This design comes from an exercise in tuning for small area, a short achievable clock period and few clock cycles per item on the open sky130 flow, not from production work. Function was checked by simulation only, so behaviour that the tests miss may differ from the original.

==> inputs of v31 <==
// scaled_residual_add
module scaled_residual_add (
    input  logic        i_clk,
    input  logic        i_rst_n,
    input  logic        i_valid,
    output logic        o_stall,
    input  logic [31:0] i_addend_bits,
    input  logic [31:0] i_scaled_bits,
    input  logic        i_last_in,
    output logic        o_valid,
    input  logic        i_stall,
    output logic [31:0] o_sum_bits,
    output logic        o_last_out,
    input  logic        psel,
    input  logic        penable,
    input  logic        pwrite,
    input  logic [2:0]  paddr,
    input  logic [31:0] pwdata,
    output logic [31:0] prdata,
    output logic        pready
);
    function automatic logic [4:0] lzc24(input logic [23:0] v);
        logic [4:0] n;
        n = 5'd0;
        for (int i = 0; i < 24; i++) begin
            if (v[i]) n = 5'(23 - i);
        end
        lzc24 = n;
    endfunction
    function automatic logic [4:0] lzc29(input logic [28:0] v);
        logic [4:0] n;
        n = 5'd29;
        for (int i = 0; i < 29; i++) begin
            if (v[i]) n = 5'(28 - i);
        end
        lzc29 = n;
    endfunction
    function automatic logic [59:0] padd29(input logic [28:0] a, input logic [28:0] b);
        logic [28:0] g, p, gg, pp, gn, pn;
        logic [29:0] s0, s1;
        g  = a & b;
        p  = a ^ b;
        gg = g;
        pp = p;
        for (int l = 0; l < 5; l++) begin
            gn = gg;
            pn = pp;
            for (int i = 0; i < 29; i++) begin
                if ((i >> l) & 1) begin
  ...
make LEC_CHECK=0 CAP_MARGIN=20 CORE_MARGIN=2 CORE_UTILIZATION=40 SETUP_SLACK_MARGIN=5 SLEW_MARGIN=20 finish   # period 9.5 ns
run.sh (not shown) runs the stock make flow with config.mk's settings and CLKGATE_MAP_FILE= SYNTH_SCRIPT=/design/flow/synth_recipe.tcl, a recipe that flattens the netlist after the stock synthesis.
==> v12: changes against v31 <==
--- a/flow/design.v
+++ b/flow/design.v
@@ -65,32 +65,12 @@
             pp = pn;
         end
         s0 = {gg[28], p ^ {gg[27:0], 1'b0}};
         s1 = {gg[28] | pp[28], p ^ ({gg[27:0], 1'b0} | {pp[27:0], 1'b1})};
         padd29 = {s1, s0};
     endfunction
-    function automatic logic [47:0] padd48(input logic [47:0] a, input logic [47:0] b);
-        logic [47:0] g, p, gg, pp, gn, pn;
-        g  = a & b;
-        p  = a ^ b;
-        gg = g;
-        pp = p;
-        for (int l = 0; l < 6; l++) begin
-            gn = gg;
-            pn = pp;
-            for (int i = 0; i < 48; i++) begin
-                if ((i >> l) & 1) begin
-                    gn[i] = gg[i] | (pp[i] & gg[((i >> l) << l) - 1]);
-                    pn[i] = pp[i] & pp[((i >> l) << l) - 1];
-                end
-            end
-            gg = gn;
-            pp = pn;
-        end
-        padd48 = p ^ {gg[46:0], 1'b0};
-    endfunction
     logic [31:0] r_scale;
     logic [1:0]  r_format;
     assign pready = 1'b1;
     assign prdata = (paddr[2] == sra_pkg::REG_FORMAT) ? {30'b0, r_format} : r_scale;
     always_ff @(posedge i_clk) begin
         if (!i_rst_n) begin
@@ -235,13 +215,18 @@
         d        = $signed({3'b0, ea}) - 11'(e);
         n1_dpos  = !d[10];
         ad       = d[10] ? 11'(-d) : 11'(d);
         n1_dsat  = (ad > 11'd31) ? 5'd31 : ad[4:0];
         n1_ebig  = n1_dpos ? ea : e[7:0];
     end
-    logic [47:0] r1_s, r1_c;
+    logic [16:0] n1_lo;
+    logic [15:0] n1_zq;
+    assign n1_lo = {1'b0, n1_s[15:0]} + {1'b0, n1_c[15:0]};
+    assign n1_zq = (n1_s[15:0] ^ n1_c[15:0]) ^ {(n1_s[14:0] | n1_c[14:0]), 1'b0};
+    logic [47:16] r1_s, r1_c;
+    logic        r1_c16, r1_nz;
     logic        r1_pnan, r1_pinf, r1_pzero, r1_ps;
     logic [23:0] r1_siga;
     logic        r1_as;
     logic        r1_bf16, r1_last;
     logic        r1_sub;
     logic [4:0]  r1_kk;
@@ -249,14 +234,16 @@
     logic        r1_dpos;
     logic [4:0]  r1_dsat;
     logic [7:0]  r1_ebig;
     logic        r1_anan, r1_ainf;
     always_ff @(posedge i_clk) begin
         if (en) begin
-            r1_s     <= n1_s;
-            r1_c     <= n1_c;
+            r1_s     <= n1_s[47:16];
+            r1_c     <= n1_c[47:16];
+            r1_c16   <= n1_lo[16];
+            r1_nz    <= |n1_zq;
             r1_pnan  <= n1_pnan;
             r1_pinf  <= n1_pinf;
             r1_pzero <= n1_pzero;
             r1_ps    <= r0_bs ^ r0_ss;
             r1_siga  <= {r0_a[30:23] != 8'd0, r0_a[22:0]};
             r1_as    <= r0_a[31];
@@ -274,26 +261,27 @@
             r1_ainf  <= n1_ainf;
         end
     end
     logic [24:0] n2_x;
     logic        n2_top, n2_up0, n2_up1, n2_sts;
     always_comb begin
-        logic [47:0] prod, zq;
-        logic [47:0] tm;
-        prod = padd48(r1_s, r1_c);
-        zq   = (r1_s ^ r1_c) ^ {(r1_s[46:0] | r1_c[46:0]), 1'b0};
-        tm     = ~(48'hFFFF_FFFF_FFFF << (6'd22 + {1'b0, r1_kk}));
-        n2_sts = |(zq & tm);
-        n2_up0 = prod[22] & ((|zq[21:0]) | prod[23]);
-        n2_up1 = prod[23] & ((|zq[22:0]) | prod[24]);
+        logic [47:16] prod, zq, tm;
+        logic [32:0]  ps;
+        ps   = {1'b0, r1_s} + {1'b0, r1_c} + {32'b0, r1_c16};
+        prod = ps[31:0];
+        zq   = (r1_s ^ r1_c) ^ {(r1_s[46:16] | r1_c[46:16]), r1_c16};
+        tm     = ~(32'hFFFF_FFFF << (6'd6 + {1'b0, r1_kk}));
+        n2_sts = r1_nz | (|(zq & tm));
+        n2_up0 = prod[22] & (r1_nz | (|zq[21:16]) | prod[23]);
+        n2_up1 = prod[23] & (r1_nz | (|zq[22:16]) | prod[24]);
         n2_x   = prod[47:23];
         n2_top = prod[47];
     end
     logic [24:0] r2_x;
     logic        r2_up0, r2_up1, r2_sts, r2_top, r2_sub;
-    logic [4:0]  r2_kk, r2_kk1;
+    logic [4:0]  r2_kk;
     logic [23:0] r2_siga;
     logic [4:0]  r2_dsat;
     logic [7:0]  r2_ebig;
     logic        r2_dpos, r2_as, r2_ps, r2_bf16, r2_last, r2_pzero;
     logic        r2_anan, r2_ainf, r2_pnan, r2_pinf, r2_q253, r2_q254;
     always_ff @(posedge i_clk) begin
@@ -302,13 +290,12 @@
             r2_up0   <= n2_up0;
             r2_up1   <= n2_up1;
             r2_sts   <= n2_sts;
             r2_top   <= n2_top;
             r2_sub   <= r1_sub;
             r2_kk    <= r1_kk;
-            r2_kk1   <= r1_kk - 5'd1;
             r2_siga  <= r1_siga;
             r2_dpos  <= r1_dpos;
             r2_dsat  <= r1_dsat;
             r2_ebig  <= r1_ebig;
             r2_as    <= r1_as;
             r2_ps    <= r1_ps;
@@ -335,15 +322,18 @@
     endfunction
     always_comb begin
         logic [24:0] km, msk;
         logic [25:0] w, bsig, ssig;
         logic [28:0] shin;
         logic        pinf, rb_s, lsb_s, up;
+        logic [25:0] xs, lm;
+        logic        stw, sta, stk;
+        xs  = {r2_x, 1'b0};
         km  = ~(25'h1FF_FFFF << r2_kk);           
         msk = r2_sub ? km : {24'b0, r2_top};
-        rb_s  = (r2_kk1 > 5'd24) ? 1'b0 : r2_x[r2_kk1];
+        rb_s  = (r2_kk > 5'd25) ? 1'b0 : xs[r2_kk];
         lsb_s = (r2_kk > 5'd24) ? 1'b0 : r2_x[r2_kk];
         up    = r2_sub ? (rb_s & (r2_sts | lsb_s)) : (r2_top ? r2_up1 : r2_up0);
         if (r2_pzero) begin
             w = '0;
         end else if (up) begin
             w = inc25(r2_x | msk) & ~{1'b0, msk};
@@ -356,17 +346,33 @@
         n2b_ssign = r2_ainf ? r2_as : r2_ps;
         bsig     = r2_dpos ? {2'b0, r2_siga} : w;
         ssig     = r2_dpos ? w : {2'b0, r2_siga};
         n2b_sbig = r2_dpos ? r2_as : r2_ps;
         n2b_ssml = r2_dpos ? r2_ps : r2_as;
         n2b_sub  = r2_as ^ r2_ps;
+        if (r2_dsat >= 5'd29) begin
+            lm = '1;
+        end else if (r2_dsat > 5'd3) begin
+            lm = ~(26'h3FF_FFFF << (r2_dsat - 5'd3));
+        end else begin
+            lm = '0;
+        end
+        if (r2_pzero) begin
+            stw = 1'b0;
+        end else if (up) begin
+            stw = (r2_dsat >= 5'd29) ? 1'b1 : !(&((r2_x | msk) | ~lm[24:0]));
+        end else begin
+            stw = |(r2_x & ~msk & lm[24:0]);
+        end
+        sta = |(r2_siga & lm[23:0]);
+        stk = r2_dpos ? stw : sta;
         shin     = {ssig, 3'b0};
         if (r2_dsat >= 5'd29) begin
-            n2b_shv = {28'b0, |ssig};
+            n2b_shv = {28'b0, stk};
         end else begin
-            n2b_shv = (shin >> r2_dsat) | {28'b0, |(shin & ~(29'h1FFF_FFFF << r2_dsat))};
+            n2b_shv = (shin >> r2_dsat) | {28'b0, stk};
         end
         n2b_bext = {bsig, 3'b0};
     end
     logic [28:0] r2b_bext, r2b_shv;
     logic [7:0]  r2b_ebig;
     logic        r2b_sub, r2b_sbig, r2b_ssml, r2b_spec, r2b_snan, r2b_ssign, r2b_bf16, r2b_last;
CORE_UTILIZATION = 60   (was 40)
==> v4: changes against v31 <==
--- a/flow/design.v
+++ b/flow/design.v
@@ -65,32 +65,12 @@
             pp = pn;
         end
         s0 = {gg[28], p ^ {gg[27:0], 1'b0}};
         s1 = {gg[28] | pp[28], p ^ ({gg[27:0], 1'b0} | {pp[27:0], 1'b1})};
         padd29 = {s1, s0};
     endfunction
-    function automatic logic [47:0] padd48(input logic [47:0] a, input logic [47:0] b);
-        logic [47:0] g, p, gg, pp, gn, pn;
-        g  = a & b;
-        p  = a ^ b;
-        gg = g;
-        pp = p;
-        for (int l = 0; l < 6; l++) begin
-            gn = gg;
-            pn = pp;
-            for (int i = 0; i < 48; i++) begin
-                if ((i >> l) & 1) begin
-                    gn[i] = gg[i] | (pp[i] & gg[((i >> l) << l) - 1]);
-                    pn[i] = pp[i] & pp[((i >> l) << l) - 1];
-                end
-            end
-            gg = gn;
-            pp = pn;
-        end
-        padd48 = p ^ {gg[46:0], 1'b0};
-    endfunction
     logic [31:0] r_scale;
     logic [1:0]  r_format;
     assign pready = 1'b1;
     assign prdata = (paddr[2] == sra_pkg::REG_FORMAT) ? {30'b0, r_format} : r_scale;
     always_ff @(posedge i_clk) begin
         if (!i_rst_n) begin
@@ -235,13 +215,18 @@
         d        = $signed({3'b0, ea}) - 11'(e);
         n1_dpos  = !d[10];
         ad       = d[10] ? 11'(-d) : 11'(d);
         n1_dsat  = (ad > 11'd31) ? 5'd31 : ad[4:0];
         n1_ebig  = n1_dpos ? ea : e[7:0];
     end
-    logic [47:0] r1_s, r1_c;
+    logic [16:0] n1_lo;
+    logic [15:0] n1_zq;
+    assign n1_lo = {1'b0, n1_s[15:0]} + {1'b0, n1_c[15:0]};
+    assign n1_zq = (n1_s[15:0] ^ n1_c[15:0]) ^ {(n1_s[14:0] | n1_c[14:0]), 1'b0};
+    logic [47:16] r1_s, r1_c;
+    logic        r1_c16, r1_nz;
     logic        r1_pnan, r1_pinf, r1_pzero, r1_ps;
     logic [23:0] r1_siga;
     logic        r1_as;
     logic        r1_bf16, r1_last;
     logic        r1_sub;
     logic [4:0]  r1_kk;
@@ -249,14 +234,16 @@
     logic        r1_dpos;
     logic [4:0]  r1_dsat;
     logic [7:0]  r1_ebig;
     logic        r1_anan, r1_ainf;
     always_ff @(posedge i_clk) begin
         if (en) begin
-            r1_s     <= n1_s;
-            r1_c     <= n1_c;
+            r1_s     <= n1_s[47:16];
+            r1_c     <= n1_c[47:16];
+            r1_c16   <= n1_lo[16];
+            r1_nz    <= |n1_zq;
             r1_pnan  <= n1_pnan;
             r1_pinf  <= n1_pinf;
             r1_pzero <= n1_pzero;
             r1_ps    <= r0_bs ^ r0_ss;
             r1_siga  <= {r0_a[30:23] != 8'd0, r0_a[22:0]};
             r1_as    <= r0_a[31];
@@ -274,26 +261,27 @@
             r1_ainf  <= n1_ainf;
         end
     end
     logic [24:0] n2_x;
     logic        n2_top, n2_up0, n2_up1, n2_sts;
     always_comb begin
-        logic [47:0] prod, zq;
-        logic [47:0] tm;
-        prod = padd48(r1_s, r1_c);
-        zq   = (r1_s ^ r1_c) ^ {(r1_s[46:0] | r1_c[46:0]), 1'b0};
-        tm     = ~(48'hFFFF_FFFF_FFFF << (6'd22 + {1'b0, r1_kk}));
-        n2_sts = |(zq & tm);
-        n2_up0 = prod[22] & ((|zq[21:0]) | prod[23]);
-        n2_up1 = prod[23] & ((|zq[22:0]) | prod[24]);
+        logic [47:16] prod, zq, tm;
+        logic [32:0]  ps;
+        ps   = {1'b0, r1_s} + {1'b0, r1_c} + {32'b0, r1_c16};
+        prod = ps[31:0];
+        zq   = (r1_s ^ r1_c) ^ {(r1_s[46:16] | r1_c[46:16]), r1_c16};
+        tm     = ~(32'hFFFF_FFFF << (6'd6 + {1'b0, r1_kk}));
+        n2_sts = r1_nz | (|(zq & tm));
+        n2_up0 = prod[22] & (r1_nz | (|zq[21:16]) | prod[23]);
+        n2_up1 = prod[23] & (r1_nz | (|zq[22:16]) | prod[24]);
         n2_x   = prod[47:23];
         n2_top = prod[47];
     end
     logic [24:0] r2_x;
     logic        r2_up0, r2_up1, r2_sts, r2_top, r2_sub;
-    logic [4:0]  r2_kk, r2_kk1;
+    logic [4:0]  r2_kk;
     logic [23:0] r2_siga;
     logic [4:0]  r2_dsat;
     logic [7:0]  r2_ebig;
     logic        r2_dpos, r2_as, r2_ps, r2_bf16, r2_last, r2_pzero;
     logic        r2_anan, r2_ainf, r2_pnan, r2_pinf, r2_q253, r2_q254;
     always_ff @(posedge i_clk) begin
@@ -302,13 +290,12 @@
             r2_up0   <= n2_up0;
             r2_up1   <= n2_up1;
             r2_sts   <= n2_sts;
             r2_top   <= n2_top;
             r2_sub   <= r1_sub;
             r2_kk    <= r1_kk;
-            r2_kk1   <= r1_kk - 5'd1;
             r2_siga  <= r1_siga;
             r2_dpos  <= r1_dpos;
             r2_dsat  <= r1_dsat;
             r2_ebig  <= r1_ebig;
             r2_as    <= r1_as;
             r2_ps    <= r1_ps;
@@ -335,15 +322,18 @@
     endfunction
     always_comb begin
         logic [24:0] km, msk;
         logic [25:0] w, bsig, ssig;
         logic [28:0] shin;
         logic        pinf, rb_s, lsb_s, up;
+        logic [25:0] xs, lm;
+        logic        stw, sta, stk;
+        xs  = {r2_x, 1'b0};
         km  = ~(25'h1FF_FFFF << r2_kk);           
         msk = r2_sub ? km : {24'b0, r2_top};
-        rb_s  = (r2_kk1 > 5'd24) ? 1'b0 : r2_x[r2_kk1];
+        rb_s  = (r2_kk > 5'd25) ? 1'b0 : xs[r2_kk];
         lsb_s = (r2_kk > 5'd24) ? 1'b0 : r2_x[r2_kk];
         up    = r2_sub ? (rb_s & (r2_sts | lsb_s)) : (r2_top ? r2_up1 : r2_up0);
         if (r2_pzero) begin
             w = '0;
         end else if (up) begin
             w = inc25(r2_x | msk) & ~{1'b0, msk};
@@ -356,17 +346,33 @@
         n2b_ssign = r2_ainf ? r2_as : r2_ps;
         bsig     = r2_dpos ? {2'b0, r2_siga} : w;
         ssig     = r2_dpos ? w : {2'b0, r2_siga};
         n2b_sbig = r2_dpos ? r2_as : r2_ps;
         n2b_ssml = r2_dpos ? r2_ps : r2_as;
         n2b_sub  = r2_as ^ r2_ps;
+        if (r2_dsat >= 5'd29) begin
+            lm = '1;
+        end else if (r2_dsat > 5'd3) begin
+            lm = ~(26'h3FF_FFFF << (r2_dsat - 5'd3));
+        end else begin
+            lm = '0;
+        end
+        if (r2_pzero) begin
+            stw = 1'b0;
+        end else if (up) begin
+            stw = (r2_dsat >= 5'd29) ? 1'b1 : !(&((r2_x | msk) | ~lm[24:0]));
+        end else begin
+            stw = |(r2_x & ~msk & lm[24:0]);
+        end
+        sta = |(r2_siga & lm[23:0]);
+        stk = r2_dpos ? stw : sta;
         shin     = {ssig, 3'b0};
         if (r2_dsat >= 5'd29) begin
-            n2b_shv = {28'b0, |ssig};
+            n2b_shv = {28'b0, stk};
         end else begin
-            n2b_shv = (shin >> r2_dsat) | {28'b0, |(shin & ~(29'h1FFF_FFFF << r2_dsat))};
+            n2b_shv = (shin >> r2_dsat) | {28'b0, stk};
         end
         n2b_bext = {bsig, 3'b0};
     end
     logic [28:0] r2b_bext, r2b_shv;
     logic [7:0]  r2b_ebig;
     logic        r2b_sub, r2b_sbig, r2b_ssml, r2b_spec, r2b_snan, r2b_ssign, r2b_bf16, r2b_last;
==> out/metrics.csv <==
metric;value;unit
die_area;0.0847;mm2
synth_xor_area_share;8.99;%
r2r_cells;15;
grt_pass1_wl;230000;um
instances_no_fill;6466;
route.met3.wl;15700;um
nets;5936;
ys_ff_latch;560;
syn_area;0.0494;mm2
gr-usage-met2;56.3;%
final-clk-cell-share;3.89;%
status;finished clean;
the above is filed under v12

==> out/metrics.csv <==
metric;value;unit
p_per_area;277;mW/mm2
instances_no_fill;7049;
ys_ff_latch;594;
r2r_cells;16;
die_area;0.129;mm2
synth_xor_area_share;9.04;%
route.met3.wl;12400;um
syn_area;0.0504;mm2
clk_transition_reported_paths;0.06;ns
status;finished clean;
the above is filed under v31

==> out/metrics.csv <==
metric;value;unit
wl_per_cell;22.0;um
combinationalPower;8050;uW
route.met3.wl;11900;um
final-clk-cell-share;3.95;%
instances_no_fill;7028;
ys_ff_latch;560;
die_area;0.126;mm2
status;finished clean;
synth_xor_area_share;8.99;%
the above is filed under v4

Testbench counts of v31, summed over its fixed seeds: cycles 16,056, items 16,000.
Testbench counts of v12, summed over its fixed seeds: cycles 16,056, items 16,000.
Testbench counts of v4, summed over its fixed seeds: cycles 16,056, items 16,000.

static timing again, ports no longer ideal:
The flow's constraints put no driver on any port. The routed layouts listed below were extracted and timed again, unchanged, in two steps.
Step 1 sets driving cells, clkbuf_16 on the clock port and buf_2 on the other inputs (assumed; they add their load-dependent delay and slew).
Step 2 adds t to the input delays and takes it off the output delays; t is the mean of the earliest and latest rising clock arrival at the registers after step 1. Input paths then give back, and output paths get back, about the clock's delay inside the block.
Three values: no drivers, after step 1, after step 2; two values: the first two.
| run | t, ns | setup WS [ns] | worst hold slack (ns) | latest minus earliest clock arrival (ns) |
|---|---|---|---|---|
| v31 | 0.728 | 4.990 / 4.968 / 4.389 | 0.398 / 0.398 / 0.398 | 0.059 / 0.059 |
| v12 | 0.696 | 4.984 / 4.984 / 4.411 | 0.410 / 0.410 / 0.410 | 0.032 / 0.033 |
| v4 | 0.724 | 4.894 / 4.894 / 4.328 | 0.400 / 0.400 / 0.400 | 0.044 / 0.045 |
After both steps setup and hold are still met in every run listed. For v31, which loses most, drivers alone change the setup slack by -0.022 ns; drivers and shift together by -0.601 ns.
